Background: an optimization exercise with open tools, aiming at small area, a short achievable clock period and few clock cycles. Do not read the settings as production practice. Where RTL was checked, it was by simulation tests only, not by an equivalence proof against the original. Power is estimated from default activity; no workload was simulated.

// laser_dot_centroid_ranger
module laser_dot_centroid_ranger (
    input  logic                 i_clk,
    input  logic                 i_rst_n,
    input  logic                 s_axis_tvalid,
    output logic                 s_axis_tready,
    input  logic [47:0]          s_axis_tdata,
    input  logic                 s_axis_tlast,
    output logic                 m_axis_tvalid,
    input  logic                 m_axis_tready,
    output logic [55:0]          m_axis_tdata,
    output logic [1:0]           m_axis_tuser,
    input  logic                 i_cfg_we,
    input  logic [2:0]           i_cfg_idx,
    input  logic [COEF_W-1:0]    i_cfg_data
);
Size: ~3500 cells after synthesis, roughly 420 flip-flops, ~150 I/O pins, ~0.027 mm2 of cells after synthesis.
clock: 9.0 ns
lec_check: 0
cap_margin: 20
core_margin: 2
core_utilization: 40
setup_slack_margin: 5
slew_margin: 20
synth_memory_max_bits: 16384
tns_end_percent: 100
run.sh (not shown) runs the stock make flow with config.mk's settings and CLKGATE_MAP_FILE= SYNTH_SCRIPT=/design/flow/synth_recipe.tcl, a recipe that flattens the netlist after the stock synthesis.
Testbench counts at the start, summed over its fixed seeds: cycles 43,097.
Then changed:
==> flow/flow/run.sh (new file) <==
#!/bin/bash
set -euo pipefail
bash standard.sh SETUP_SLACK_MARGIN=5.6 finish > flow_standard.log 2>&1
==> flow/standard.sh (new file) <==
#!/bin/bash
# synth_recipe.tcl (not shown) runs the flow's synth.tcl, then flattens the netlist and writes it again
# the make line also repeats each setting of config.mk as NAME=value (left out here)
make -C /OpenROAD-flow-scripts/flow DESIGN_CONFIG=/design/flow/config.mk WORK_HOME=/design/flow/orfs CLKGATE_MAP_FILE= SYNTH_SCRIPT=/design/flow/synth_recipe.tcl "${@:-finish}"
removed: flow/run.sh
Power came out higher by 6.8%.
Maximum frequency went up by 2.1%.
Core utilization rises by 2.7 points.
Die area is unchanged.
Design area grows by 5.6%.
Non-clock buffer count climbs by 96.
Sequential cell count does not change.
Sequential share of layout area shrinks by 1.4 points.

* * *

Another version of the RTL of laser_dot_centroid_ranger (not shown whole).
Size: ~450 flip-flops, roughly 0.030 mm^2 of cells after synthesis.
// laser_dot_centroid_ranger
module laser_dot_centroid_ranger (
    input  logic                 i_clk,
    input  logic                 i_rst_n,
    input  logic                 s_axis_tvalid,
    output logic                 s_axis_tready,
    input  logic [47:0]          s_axis_tdata,
    input  logic                 s_axis_tlast,
    output logic                 m_axis_tvalid,
    input  logic                 m_axis_tready,
    output logic [55:0]          m_axis_tdata,
    output logic [1:0]           m_axis_tuser,
    input  logic                 i_cfg_we,
    input  logic [2:0]           i_cfg_idx,
    input  logic [COEF_W-1:0]    i_cfg_data
);
Settings: LEC_CHECK=0, CAP_MARGIN=20, CORE_MARGIN=2, CORE_UTILIZATION=40, SETUP_SLACK_MARGIN=5, SLEW_MARGIN=20, SYNTH_MEMORY_MAX_BITS=16384, TNS_END_PERCENT=100; clock period 9.0 ns.
Stock flow here: none of the scripts above is used.
Then changed:
Settings changed: SETUP_SLACK_MARGIN 5 to 4.
Outcome:
- The changed run produced a clean layout
- register-to-register slack degrades by 0.73 ns
- design area shrinks by 5.5%
- count of clock-buffer cells in the layout grows by 9
- wire length shrinks by 5.9%
- total power grows by 1.1%
- combinational power shrinks by about 4%
- worst hold slack hardly moves
- clock power grows by about 6%
- core utilization shrinks by 2.6 points
- die area does not change
No functional check of the RTL was part of any run of this note.

* * *

laser_dot_centroid_ranger, a different RTL version from the one above (not shown whole).
For scale: about 3500 cells after synthesis, ~440 flip-flops, ~28000 sq um of cells after synthesis.
clock: 9.0 ns
lec_check: 0
cap_margin: 20
core_margin: 2
core_utilization: 40
setup_slack_margin: 5
slew_margin: 20
synth_memory_max_bits: 16384
tns_end_percent: 100
The baseline produced a clean layout.
Testbench counts at the start, summed over its fixed seeds: cycles 42,797.
Then changed:
Settings changed: ABC_AREA set to 1.
Worst setup slack is better by 0.22 ns.
Power came out higher by 6.2%.
Via count came out higher by 15%.
Core utilization came out lower by 1.8 points.
First-iteration DRC count came out higher by 8.3%.
Routed wire length came out higher by 13%.
Die area came out higher by 7.3%.

* * *

== pepper ==
Another version of the RTL of laser_dot_centroid_ranger (not shown whole).
Size in the first run: roughly 4100 cells after synthesis, ~420 flip-flops, about 150 I/O pins, ~28000 µm² of cells after synthesis.
Settings: LEC_CHECK=0, ABC_AREA=1, CAP_MARGIN=20, CORE_MARGIN=2, CORE_UTILIZATION=60, PLACE_DENSITY=0.75, SETUP_SLACK_MARGIN=5, SLEW_MARGIN=20, SYNTH_MEMORY_MAX_BITS=16384, TNS_END_PERCENT=100; clock period 9.0 ns.
Testbench counts of pepper, summed over its fixed seeds: cycles 43,134.
Input changes introduced in tundra (baseline for comparison: pepper):
--- a/flow/config.mk
+++ b/flow/config.mk
@@ -10,4 +10,3 @@
 export CORE_MARGIN = 2
-export CORE_UTILIZATION = 60
-export PLACE_DENSITY = 0.75
+export CORE_UTILIZATION = 40
 export SETUP_SLACK_MARGIN = 5
--- outcome ---
Register area of pepper is on par with tundra.
When tundra is set beside pepper, its routed length on met1 turns out to be 4000 µm larger.
Route | tundra vs pepper | wire longer in tundra
The final reports for tundra and pepper show length of routed met3 wiring lower in the former.
Total number of vias ended up 1332 lower on tundra than on pepper.
tundra gives more area growth from synthesis to layout than pepper did.
Looking at power density over the cells, tundra sits 2.3% above pepper.
Compared to pepper, tundra shows a wider setup margin.
Portion of total power attributed to sequential cells: tundra < pepper
In tundra the DRC violation total after the first TritonRoute iteration turned out about 23% lower than in pepper.
A timing startpoint of the critical path of u_dp.r_r[33] is what tundra shows, while u_dp.r_neg2 belongs to pepper.
Inputs modified between tundra and willow:
--- a/flow/config.mk
+++ b/flow/config.mk
@@ -11,2 +11,5 @@
 export CORE_UTILIZATION = 40
+export CTS_BUF_LIST = sky130_fd_sc_hd__clkbuf_8
+export CTS_CLUSTER_DIAMETER = 50
+export CTS_CLUSTER_SIZE = 16
 export SETUP_SLACK_MARGIN = 5
[summary]
Delta (willow minus tundra): number of placement rows roughly the same; share of the final layout cell area in sequential cells higher.
willow vs tundra: count of buffering cells on the critical path with inverters included up
Compared with tundra, in willow clock-buffer cell count now sits higher, final instance area now sits lower, global-route usage now sits at about the same level, smallest hold slack shows an increase of 0.0037 ns.
Setup WNS tundra -> willow: better
### willow -> raven
--- a/flow/config.mk
+++ b/flow/config.mk
@@ -10,3 +10,3 @@
 export CORE_MARGIN = 2
-export CORE_UTILIZATION = 40
+export CORE_UTILIZATION = 50
 export CTS_BUF_LIST = sky130_fd_sc_hd__clkbuf_8
Results
Between raven and willow, it is raven whose number of antenna violations at the first check in global routing is lower, by 1. raven vs. willow: total number of multi-input combinational cells now sits at about the same level, areal power density over the cells shows a reduction of 1.2%. raven: PASS, flow complete, no timing, DRC or antenna violations.

* * *

Setup of job 4869:
laser_dot_centroid_ranger again, from the RTL that the note above started with.
clock: 9.0 ns
lec_check: 0
abc_area: 1
cap_margin: 20
core_margin: 2
core_utilization: 40
setup_slack_margin: 5
slew_margin: 20
synth_memory_max_bits: 16384
tns_end_percent: 100
standard.sh (not shown) runs the stock make flow with config.mk's settings and CLKGATE_MAP_FILE= SYNTH_SCRIPT=/design/flow/synth_recipe.tcl, a recipe that flattens the netlist after the stock synthesis.
==> flow/flow/run.sh <==
#!/bin/bash
set -euo pipefail
bash standard.sh SETUP_SLACK_MARGIN=5.5 finish > flow_standard.log 2>&1
Testbench counts of job 4869, summed over its fixed seeds: cycles 43,134.
Inputs modified between job 4869 and job 3831:
- a change of CORE_UTILIZATION from 40 to 60
- an added CTS_CLUSTER_SIZE of 16
- an added PLACE_DENSITY of 0.75
- an added CTS_CLUSTER_DIAMETER of 50
- an added CTS_BUF_LIST of sky130_fd_sc_hd__clkbuf_8
==> flow/run.sh (new file) <==
#!/bin/bash
# synth_recipe.tcl (not shown) runs the flow's synth.tcl, then flattens the netlist and writes it again
# the make line also repeats each setting of config.mk as NAME=value (left out here)
make -C /OpenROAD-flow-scripts/flow DESIGN_CONFIG=/design/flow/config.mk WORK_HOME=/design/flow/orfs CLKGATE_MAP_FILE= SYNTH_SCRIPT=/design/flow/synth_recipe.tcl finish
removed: flow/flow/run.sh
removed: flow/standard.sh
Results
Routed wire in job 3831 totals less than in job 4869.
Diff job 4869 -> job 3831 | non-filler instance count after layout | down by a little under 10%
Job 3831 vs job 4869, post-route core utilization went up by 16 points.
Going from job 4869 to job 3831, final area now smaller, slack of the critical path now smaller.
--- input diff job 3831..job 467 ---
- changing CTS_CLUSTER_SIZE from 16 to 20
- changing CORE_UTILIZATION from 60 to 40
- changing CTS_CLUSTER_DIAMETER from 50 to 60
- removing PLACE_DENSITY (formerly 0.75)
### Flow results
Critical path startpoint = u_dp.r_mul: job 3831; critical path startpoint = u_dp.r_minit: job 467. Length of routed met3 wiring went down by more than a quarter going from job 3831 to job 467. Job 3831 consumes more power than job 467. | worst slew margin relative to its limit | higher: job 467 |. Job 467 vs. job 3831: number of flip-flops and latches closely matched the old numbers; clock skew -0.026 ns; multi-input combinational cell count held steady. The shortest period the worst path allows of job 467 was superior to that of job 3831. Against job 3831, maximum frequency in job 467 rose slightly. Between job 3831 and job 467, the flow reports number of filler instances in the final layout increasing by more than half. The depth of the worst register-to-register path in job 467 sits 2 below the value recorded for job 3831. On final cell count, the higher figure sits with job 467, not job 3831.

* * *

## run A
Starting RTL as in the previous note.
Settings: LEC_CHECK=0, ABC_AREA=1, CAP_MARGIN=20, CORE_MARGIN=2, CORE_UTILIZATION=40, CTS_BUF_LIST=sky130_fd_sc_hd__clkbuf_8, CTS_CLUSTER_DIAMETER=50, CTS_CLUSTER_SIZE=20, SETUP_SLACK_MARGIN=5, SLEW_MARGIN=20, SYNTH_MEMORY_MAX_BITS=16384, TNS_END_PERCENT=100; clock period 9.0 ns.
run.sh (not shown) runs the stock make flow with config.mk's settings and CLKGATE_MAP_FILE= SYNTH_SCRIPT=/design/flow/synth_recipe.tcl, a recipe that flattens the netlist after the stock synthesis.
Stock flow here: none of the scripts above is used.
Testbench counts of run A, summed over its fixed seeds: cycles 43,134.
Inputs modified between run A and run B:
- ABC_AREA removed (was 1)
- CTS_CLUSTER_SIZE changed from 20 to 16
==> run notes <==
- The largest family of logic cells by synthesized area comes out compound AO/OA/AOI/OAI gates in one run and simple AND/OR/NAND/NOR gates in the other, namely in run B and run A respectively.
- In the tables for run A and run B, number of non-filler instances in the completed layout reads lower with run B.
- Summary of run B over run A: number of flip-flops and latches in the synthesized netlist about even, least setup slack across all paths after layout fell 0.22 ns.
- Run B reports its cell with the biggest individual delay on the critical path as fa_1 while run A reports xor2_2.
Changes in run C relative to run B:
- ABC_AREA now 1, previously not set
- TNS_END_PERCENT now 0, was 100
### Flow results
- Run C finished all stages; the layout is clean.
- Per the comparison of run C with run B, routed length on met3 saw an increase; part of the total power dissipated in the clock network now sits higher; worst setup slack after layout now larger.
- Compared to run B, run C has sequential share of the synthesized area 1.7 points lower.
- When run C is set beside run B, its fraction of area in registers turns out to be 0.59 points smaller.
- Required time at the endpoint of the critical path down 0.10 ns in run C wrt run B
- Last weighted congestion value of the routability-driven placer: lower on run B
- Final critical path time including I/O delays and setup: run C vs run B down 0.094 ns

==> separate check: timing with driven ports <==
Ports are ideal in the flow. The routed layouts listed here were re-timed in OpenROAD.
Step 1 (the two cells are an assumption about what drives the block):
set clk [get_ports {i_clk}]
set_driving_cell -lib_cell sky130_fd_sc_hd__clkbuf_16 $clk
set_driving_cell -lib_cell sky130_fd_sc_hd__buf_2 [delete_from_list [all_inputs] $clk]
Step 2 moves the port delays by t, midway between the first and last clock arrival at a register: inputs arrive t later, outputs are due t later. That takes back most of the time a late clock gives input paths.
Three values: no drivers, after step 1, after step 2; two values: the first two.
run	t (ns)	setup slack, ns	worst setup path at the end	clock arrival spread, ns
the first run of note 1	0.649	4.562 / 4.562 / 4.452	input to register	0.025 / 0.025
the second run of note 1	0.674	4.655 / 4.655 / 4.615	input to register	0.037 / 0.037
the first run of note 2	0.663	4.914 / 4.914 / 4.481	input to register	0.037 / 0.037
the second run of note 2	0.659	4.185 / 4.185 / 3.807	input to register	0.026 / 0.027
the first run of note 3	0.679	4.905 / 4.905 / 4.444	input to register	0.026 / 0.026
the second run of note 3	0.680	5.122 / 5.122 / 4.522	input to register	0.021 / 0.021
pepper	0.649	4.984 / 4.984 / 4.478	input to register	0.025 / 0.025
tundra	0.667	5.106 / 5.106 / 4.531	input to register	0.041 / 0.041
willow	0.760	5.135 / 5.135 / 4.428	input to register	0.050 / 0.050
raven	0.764	5.160 / 5.160 / 4.451	input to register	0.054 / 0.053
job 4869	0.681	5.292 / 5.296 / 4.631	input to register	0.039 / 0.039
job 3831	0.726	5.099 / 5.099 / 4.502	input to register	0.062 / 0.062
job 467	0.730	5.120 / 5.120 / 4.438	input to register	0.035 / 0.035
run A	0.762	5.108 / 5.108 / 4.466	input to register	0.052 / 0.051
run B	0.743	4.884 / 4.884 / 4.380	input to register	0.064 / 0.064
run C	0.756	4.978 / 4.978 / 4.345	input to register	0.045 / 0.045
After both steps setup and hold are still met in every run listed. The setup slack of raven, which loses most, moves by 0.000 ns with the drivers and by -0.709 ns with both steps.
